What follows belongs to an exercise in optimizing a design on an open flow for small area, a short achievable clock period and few clock cycles; a production flow would make more cautious choices. The RTL was checked by simulation tests, not by an equivalence proof against the original design. No activity file was given, so power comes from the tool's default toggle rates.

--- flow/run.sh ---
#!/bin/bash
# synth_recipe.tcl (not shown) runs the flow's synth.tcl, then flattens the netlist and writes it again
# the make line also repeats each setting of config.mk as NAME=value (left out here)
make -C /OpenROAD-flow-scripts/flow DESIGN_CONFIG=/design/flow/config.mk WORK_HOME=/design/flow/orfs CLKGATE_MAP_FILE= SYNTH_SCRIPT=/design/flow/synth_recipe.tcl finish
--- flow/config.mk ---
export PLATFORM = sky130hd
export DESIGN_NAME = ordered_timer_expiry_manager_top
export DESIGN_NICKNAME = ordered_timer_expiry_manager_top
export VERILOG_FILES = /design/flow/design.v
export SDC_FILE = /design/flow/constraint.sdc
export NUM_CORES = 4
export LEC_CHECK = 0
export CAP_MARGIN = 20
export CORE_MARGIN = 2
export CORE_UTILIZATION = 40
export SLEW_MARGIN = 20
--- flow/constraint.sdc ---
create_clock -name core_clock -period 10.0 [get_ports {i_clk}]
set_input_delay 2.0000 -clock core_clock [delete_from_list [all_inputs] [get_ports {i_clk}]]
set_output_delay 2.0000 -clock core_clock [all_outputs]
set_load 0.01 [all_outputs]
--- flow/design.v ---
package otem_pkg;
    localparam logic [1:0] CMD_TICK  = 2'd0;
    localparam logic [1:0] CMD_START = 2'd1;
    localparam logic [1:0] CMD_STOP  = 2'd2;
    localparam logic [1:0] CMD_SETP  = 2'd3;
    localparam int unsigned SLOT_W   = 4;
    localparam int unsigned DELAY_W  = 32;
    localparam int unsigned EXP_W    = 64;
    localparam int unsigned IN_DW    = 40;
    localparam int unsigned OUT_DW   = 72;
    localparam int unsigned MAX_EVENTS = 32;
    localparam int unsigned EVCNT_W    = 5;
endpackage
import otem_pkg::*;
module ordered_timer_expiry_manager_top
#(
    parameter int NUM_SLOTS = 16
) (
    input  logic              i_clk,
    input  logic              i_rst_n,
    input  logic              i_s_tvalid,
    output logic              o_s_tready,
    input  logic [IN_DW-1:0]  i_s_tdata,    
    input  logic [1:0]        i_s_tuser,    
    output logic              o_m_tvalid,
    input  logic              i_m_tready,
    output logic [OUT_DW-1:0] o_m_tdata,    
    output logic              o_m_tlast     
);
    localparam int N  = NUM_SLOTS;
    localparam int KW = DELAY_W + 1;            
    localparam int CW = KW + SLOT_W;            
    logic                r_in_vld;
    logic [1:0]          r_in_cmd;
    logic [SLOT_W-1:0]   r_in_slot;
    logic [DELAY_W-1:0]  r_in_d;
    logic                r_in_per;
    logic [EXP_W-1:0]    r_tick;        
    logic                r_open;        
    logic [EVCNT_W-1:0]  r_cnt;         
    logic [N-1:0]        r_v;
    logic [KW-1:0]       r_k [N];
    logic [SLOT_W-1:0]   r_s [N];
    logic [DELAY_W-1:0]  r_p [N];
    logic                r_out_vld;
    logic [SLOT_W-1:0]   r_out_slot;
    logic [EXP_W-1:0]    r_out_exp;
    logic                r_out_last;
    logic                out_free;
    logic                take;
    logic                cmd_go;
    logic                is_tick, is_start, is_stop, is_setp;
    logic                open_now;
    logic [EXP_W-1:0]    tick_inc;
    logic [KW-1:0]       d0;
    logic                due0, due1, due_k;
    logic                want, fire, more, close;
    logic [KW-1:0]       add_a, add_b, new_k;
    logic [SLOT_W-1:0]   new_s;
    logic [DELAY_W-1:0]  new_p;
    logic                ins;
    logic [N-1:0]        rm;            
    logic [N-1:0]        setp_hit;
    logic [N:0]          lt;            
    logic [N-1:0]        rb;            
    logic [N-1:0]        lo;            
    assign out_free   = !r_out_vld || i_m_tready;
    assign o_s_tready = !(r_in_vld && r_open);
    assign take       = i_s_tvalid && o_s_tready;
    assign o_m_tvalid = r_out_vld;
    assign o_m_tdata  = {4'b0, r_out_exp, r_out_slot};
    assign o_m_tlast  = r_out_last;
    assign cmd_go   = r_in_vld && !r_open;
    assign is_tick  = cmd_go && (r_in_cmd == CMD_TICK);
    assign is_start = cmd_go && (r_in_cmd == CMD_START);
    assign is_stop  = cmd_go && (r_in_cmd == CMD_STOP);
    assign is_setp  = cmd_go && (r_in_cmd == CMD_SETP);
    assign open_now = r_open || is_tick;
    assign tick_inc = r_tick + 1'b1;
    function automatic logic is_due(input logic [KW-1:0] k, input logic [KW-1:0] t);
        logic [KW-1:0] d;
        d = k - t;
        is_due = (d[KW-1:1] == '0);
    endfunction
    assign due0 = r_v[0] && is_due(r_k[0], r_tick[KW-1:0]);
    assign due1 = r_v[1] && is_due(r_k[1], r_tick[KW-1:0]);
    assign due_k = (r_k[0][0] == r_tick[0]) && (r_p[0] == DELAY_W'(1));
    assign want  = open_now && due0;
    assign fire  = want && out_free;
    assign more  = (r_cnt != EVCNT_W'(MAX_EVENTS - 1)) && (due1 || due_k);
    assign close = open_now && (!want || (fire && !more));
    assign add_a = fire ? r_k[0] : r_tick[KW-1:0];
    assign add_b = fire ? KW'(r_p[0]) : KW'(r_in_d);
    assign new_k = add_a + add_b;
    assign new_s = fire ? r_s[0] : r_in_slot;
    assign new_p = fire ? r_p[0] : ((is_start && !r_in_per) ? '0 : r_in_d);
    assign ins   = fire ? (r_p[0] != '0) : is_start;
    always_comb begin
        for (int j = 0; j < N; j++) begin
            logic [CW-1:0] diff;
            diff = {new_k, new_s} - {r_k[j], r_s[j]};
            lt[j]       = !r_v[j] || diff[CW-1];
            rm[j]       = fire ? (j == 0) : ((is_start || is_stop) && r_v[j] && (r_s[j] == r_in_slot));
            setp_hit[j] = is_setp && r_v[j] && (r_s[j] == r_in_slot);
        end
        lt[N] = 1'b1;
        for (int j = 0; j < N; j++) begin
            rb[j] = (j == 0) ? rm[0] : (rb[j-1] || rm[j]);
            lo[j] = ins && (rb[j] ? lt[j+1] : lt[j]);
        end
    end
    always_ff @(posedge i_clk) begin
        for (int i = 0; i < N; i++) begin
            logic first;
            first = (i == 0) || !lo[i > 0 ? i - 1 : 0];
            if (!lo[i]) begin
                if (rb[i]) begin
                    if (i == N - 1) begin
                        r_v[i] <= 1'b0;
                    end else begin
                        r_v[i] <= r_v[i+1];
                        r_k[i] <= r_k[i+1];
                        r_s[i] <= r_s[i+1];
                        r_p[i] <= r_p[i+1];
                    end
                end else if (setp_hit[i]) begin
                    r_p[i] <= r_in_d;
                end
            end else if (first) begin
                r_v[i] <= 1'b1;
                r_k[i] <= new_k;
                r_s[i] <= new_s;
                r_p[i] <= new_p;
            end else if (!rb[i > 0 ? i - 1 : 0]) begin
                r_v[i] <= r_v[i > 0 ? i - 1 : 0];
                r_k[i] <= r_k[i > 0 ? i - 1 : 0];
                r_s[i] <= r_s[i > 0 ? i - 1 : 0];
                r_p[i] <= r_p[i > 0 ? i - 1 : 0];
            end
        end
        if (!i_rst_n) r_v <= '0;
    end
    always_ff @(posedge i_clk) begin
        if (!i_rst_n) begin
            r_in_vld  <= 1'b0;
            r_tick    <= '0;
            r_open    <= 1'b0;
            r_cnt     <= '0;
            r_out_vld <= 1'b0;
        end else begin
            if (take)        r_in_vld <= 1'b1;
            else if (cmd_go) r_in_vld <= 1'b0;
            r_open <= open_now && !close;
            if (close) begin
                r_tick <= tick_inc;
                r_cnt  <= '0;
            end else if (fire) begin
                r_cnt  <= r_cnt + 1'b1;
            end
            if (fire)            r_out_vld <= 1'b1;
            else if (i_m_tready) r_out_vld <= 1'b0;
        end
    end
    always_ff @(posedge i_clk) begin
        if (take) begin
            r_in_cmd  <= i_s_tuser;
            r_in_slot <= i_s_tdata[3:0];
            r_in_d    <= i_s_tdata[35:4];
            r_in_per  <= i_s_tdata[36];
        end
        if (fire) begin
            r_out_slot <= r_s[0];
            r_out_exp  <= (r_k[0][0] == r_tick[0]) ? r_tick : tick_inc;
            r_out_last <= !more;
        end
    end
endmodule
==> impl_metrics.env <==
export IMPL_outcome="complete, but fails checks"
export IMPL_violations="setup timing"
export IMPL_required_ns=10.61
export IMPL_grt_pass1_vias=86080
export IMPL_syn_area_per_cell_um2=8.72
export IMPL_fp_row_count=177
export IMPL_path_class="register to register"
export IMPL_synthFlopType="edfxtp_1"
export IMPL_worst_slack_ns=-1.19
export IMPL_critPathArrivalTime_ns=11.80
export IMPL_p_seq_frac=0.350
export IMPL_grt_pass1_wl_um=550000
export IMPL_synth_top_area_frac=0.212
export IMPL_yosys_top_cells_count="nand2_1, mux2i_1, a21oi_1"
export IMPL_fp_dieH_um=487
export IMPL_cp_max_fo=8
export IMPL_ctsHtreeMaxLevel=4
export IMPL_yosysUniqueCellTypes=103
export IMPL_tritoncts="built"
export IMPL_area_growth_pct=24.5
export IMPL_drt_iter0_markers=9080
export IMPL_avgRoutedWirePerCell_um=25.5
export IMPL_finalCriticalPeriod_ns=11.19
export IMPL_dpl_cell_count=14366
export IMPL_drc_errors=0
export IMPL_fin_crit_sh=1.12
export IMPL_power_frac_comb=0.344
export IMPL_rsz0062_at_grt="true"
export IMPL_antenna_found_initial=15
export IMPL_synth_seq_cells=1300
export IMPL_die_x_um=487
export IMPL_hold_violations=0
export IMPL_yosysMostFrequentCell="nand2_1"
export IMPL_hold_path_class="register to register"
export IMPL_cp_end_kind="register"
export IMPL_fmax_ghz=0.0894
export IMPL_first_pass_iters=6
export IMPL_start_util=0.402
export IMPL_layout_drive_gt1_share=0.211
export IMPL_final_nets=12302
export IMPL_gp_congestion=1.02
export IMPL_core_area_mm2=0.232
export IMPL_syn_area_mm2=0.0932
export IMPL_yosysSeqAreaShare=0.350
export IMPL_async_flop_share=0
export IMPL_port_buffers=113
export IMPL_power_density_mw_per_mm2=174
export IMPL_cts_num_sinks=1300
export IMPL_maxSlewHeadroom=0.232
export IMPL_finalPower_mw=20.2
export IMPL_fin_util=0.500
export IMPL_power_leakage_nw=51.1
export IMPL_finalMaxSlewViolations=0
export IMPL_clkPwrFrac=0.305
export IMPL_ant_nets=0
export IMPL_ys_warn_count=4
export IMPL_irDropWorstVdd_v=0.000188
export IMPL_synth_edff_count=657
export IMPL_path_clk_slew_ns=0.06
export IMPL_clk_latency_ns=0.88
export IMPL_pre_cts_slack_ns=-2.22
export IMPL_vias_per_cell=5.97
export IMPL_cts_buffers=158
export IMPL_p_int_mw=13.0
export IMPL_clockBufferDepth=3
export IMPL_synth_top_area_cell="edfxtp_1"
export IMPL_critPathMaxStageDelay_ns=0.54
export IMPL_synth_area_leaders="edfxtp_1, dfxtp_1, mux2i_1"
export IMPL_placement_cell_area_mm2=0.107
export IMPL_stdcell_count=14776
export IMPL_grt_max_degree=97
export IMPL_finalSetupViolCount=1667
export IMPL_power_switching_mw=7.17
export IMPL_cts_root_buf="clkbuf_16"
export IMPL_syn_inst=10691
export IMPL_dr_total_vias=88271
export IMPL_worst_pin_slew_ns=1.15
export IMPL_finish_instance_area_mm2=0.116
export IMPL_p_sw_frac=0.355
export IMPL_dp_hpwl_um=278000
export IMPL_maxCapViolations=0
export IMPL_pin_count=121
export IMPL_crit_path_start_kind="register"
export IMPL_slowest_stage="fa_2"
export IMPL_dieArea_mm2=0.237
export IMPL_grt_usage=0.303
export IMPL_skew_ns=0.0585
export IMPL_overflow=0
export IMPL_drt_wl_total_um=377000
flip-flops by register name, indices dropped and copies added (netlist names), 2 cells and up:
signal,cells
r_s,64
r_cnt,5
r_in_cmd,2
r_k,528
r_out_slot,4
r_in_slot,4
r_v,16
r_p,512
r_in_d,32
r_tick,64
r_out_exp,64
power by group through the flow:
stage	Combinational, mW	Sequential [mW]	Clock, mW
detailed placement	6.50	7.15	0
floorplan	4.07	6.85	0
global placement	6.36	7.13	0
global route	7.63	7.13	6.42
finish	6.95	7.08	6.17
CTS	6.71	7.04	6.21
worst max-delay path: cells and delay by family, from the launching register on:
kind / cells / cell delay [ns]
AND/OR/NAND/NOR: 15 / 3.18
adder cells (fa/ha/maj): 4 / 1.21
multiplexers: 1 / 0.35
AO/OA/AOI/OAI: 18 / 3.63
XOR/XNOR: 2 / 0.47
buffers and inverters: 11 / 1.71
flip-flops: 1 / 0.34
cells in the final DEF (no fill, tap or decap), drive strengths merged, types with 91 or more instances in the layout:
cell	count
buf	1412
nand2	1109
mux2i	1100
a21oi	931
nor2	821
inv	730
ha	658
edfxtp	657
o21ai	655
dfxtp	643
mux2	337
a21o	239
nor3	217
clkbuf	216
nand4	174
nand3	163
xnor2	137
clkdlybuf4s50	113
a211oi	105
a22oi	102
xor2	97
o22ai	91
final timing paths:
kind              startpoint         to  slack, ns  cells after the start
setup / recovery   r_k[0][0]  r_p[4][5]      -1.19                     51
hold / removal      r_cnt[4]   r_cnt[4]       0.47                      2
setup reg to reg   r_k[0][0]  r_p[4][5]      -1.19                     51
hold reg to reg     r_cnt[4]   r_cnt[4]       0.47                      2
cell type report:
cell class / count / area [um^2]
Clock buffer: 206 / 4430
Timing Repair Buffer: 1542 / 14500
Clock inverter: 88 / 1020
Inverter: 722 / 2720
Antenna cell: 4 / 10.0
Sequential cell: 1300 / 32600
Tap cell: 3043 / 3810
Fill cell: 21617 / 116000
Multi-Input combinational cell: 7871 / 57000
routing by layer:
metal  global-route usage  part of all wire
met4                0.148             0.057
met3               0.0574             0.086
met1                0.399              0.41
met2                0.477              0.44
met5                    0           0.00031
cells by family (layout without fill, tap and decap cells):
| logic type | count (synthesis) | in the layout | synth area share |
|---|---|---|---|
| muxes | 1437 | 1437 | 0.159 |
| AOI/OAI and AO/OA | 2617 | 2617 | 0.173 |
| DFF | 1300 | 1300 | 0.350 |
| xor gates and xnor gates | 239 | 239 | 0.0233 |
| and+or+nand+nor | 2913 | 2913 | 0.140 |
| buffers and inverters | 1523 | 2558 | 0.0659 |
| adders and majority gates | 661 | 661 | 0.0889 |
| other | 1 | 8 | 0.0000402 |
what timing repair did:
action / CTS / global route
hold buffers: 0 / 0
buffers inserted: 45 / 48
resized for setup: 233 / 176
pin swaps: 67 / 108
cloned: 14 / 12
endpoints found under the setup margin: 1668 / 1668
per-stage QoR:
stage,hold slack [ns],TNS [ns]
4_1_cts,0.473,-882.58
2_1_floorplan,0.436,-266.63
3_5_place_dp,0.465,-2733.14
3_3_place_gp,0.445,-2715.95
6_report,0.472,-1366.92
5_1_grt,0.492,-1844.65
Testbench counts, summed over its fixed seeds: cycles 6,014.

[port drivers added, routing unchanged]
In the flow no input, the clock included, has a driving cell. The finished layout below was timed again as built, in two steps.
Step 1 (the two cells are an assumption about what drives the block):
set clk [get_ports {i_clk}]
set_driving_cell -lib_cell sky130_fd_sc_hd__clkbuf_16 $clk
set_driving_cell -lib_cell sky130_fd_sc_hd__buf_2 [delete_from_list [all_inputs] $clk]
Step 2 moves the port delays by t, midway between the first and last clock arrival at a register: inputs arrive t later, outputs are due t later. That takes back most of the time a late clock gives input paths.
Three values: ideal, step 1, step 2; two values: the first two.
t (ns): 0.926
setup slack, ns: -1.190 / -1.190 / -1.190
cell pins on the clock port's net: 1
The setup slack of this run moves by 0.000 ns with the drivers and by 0.000 ns with both steps.
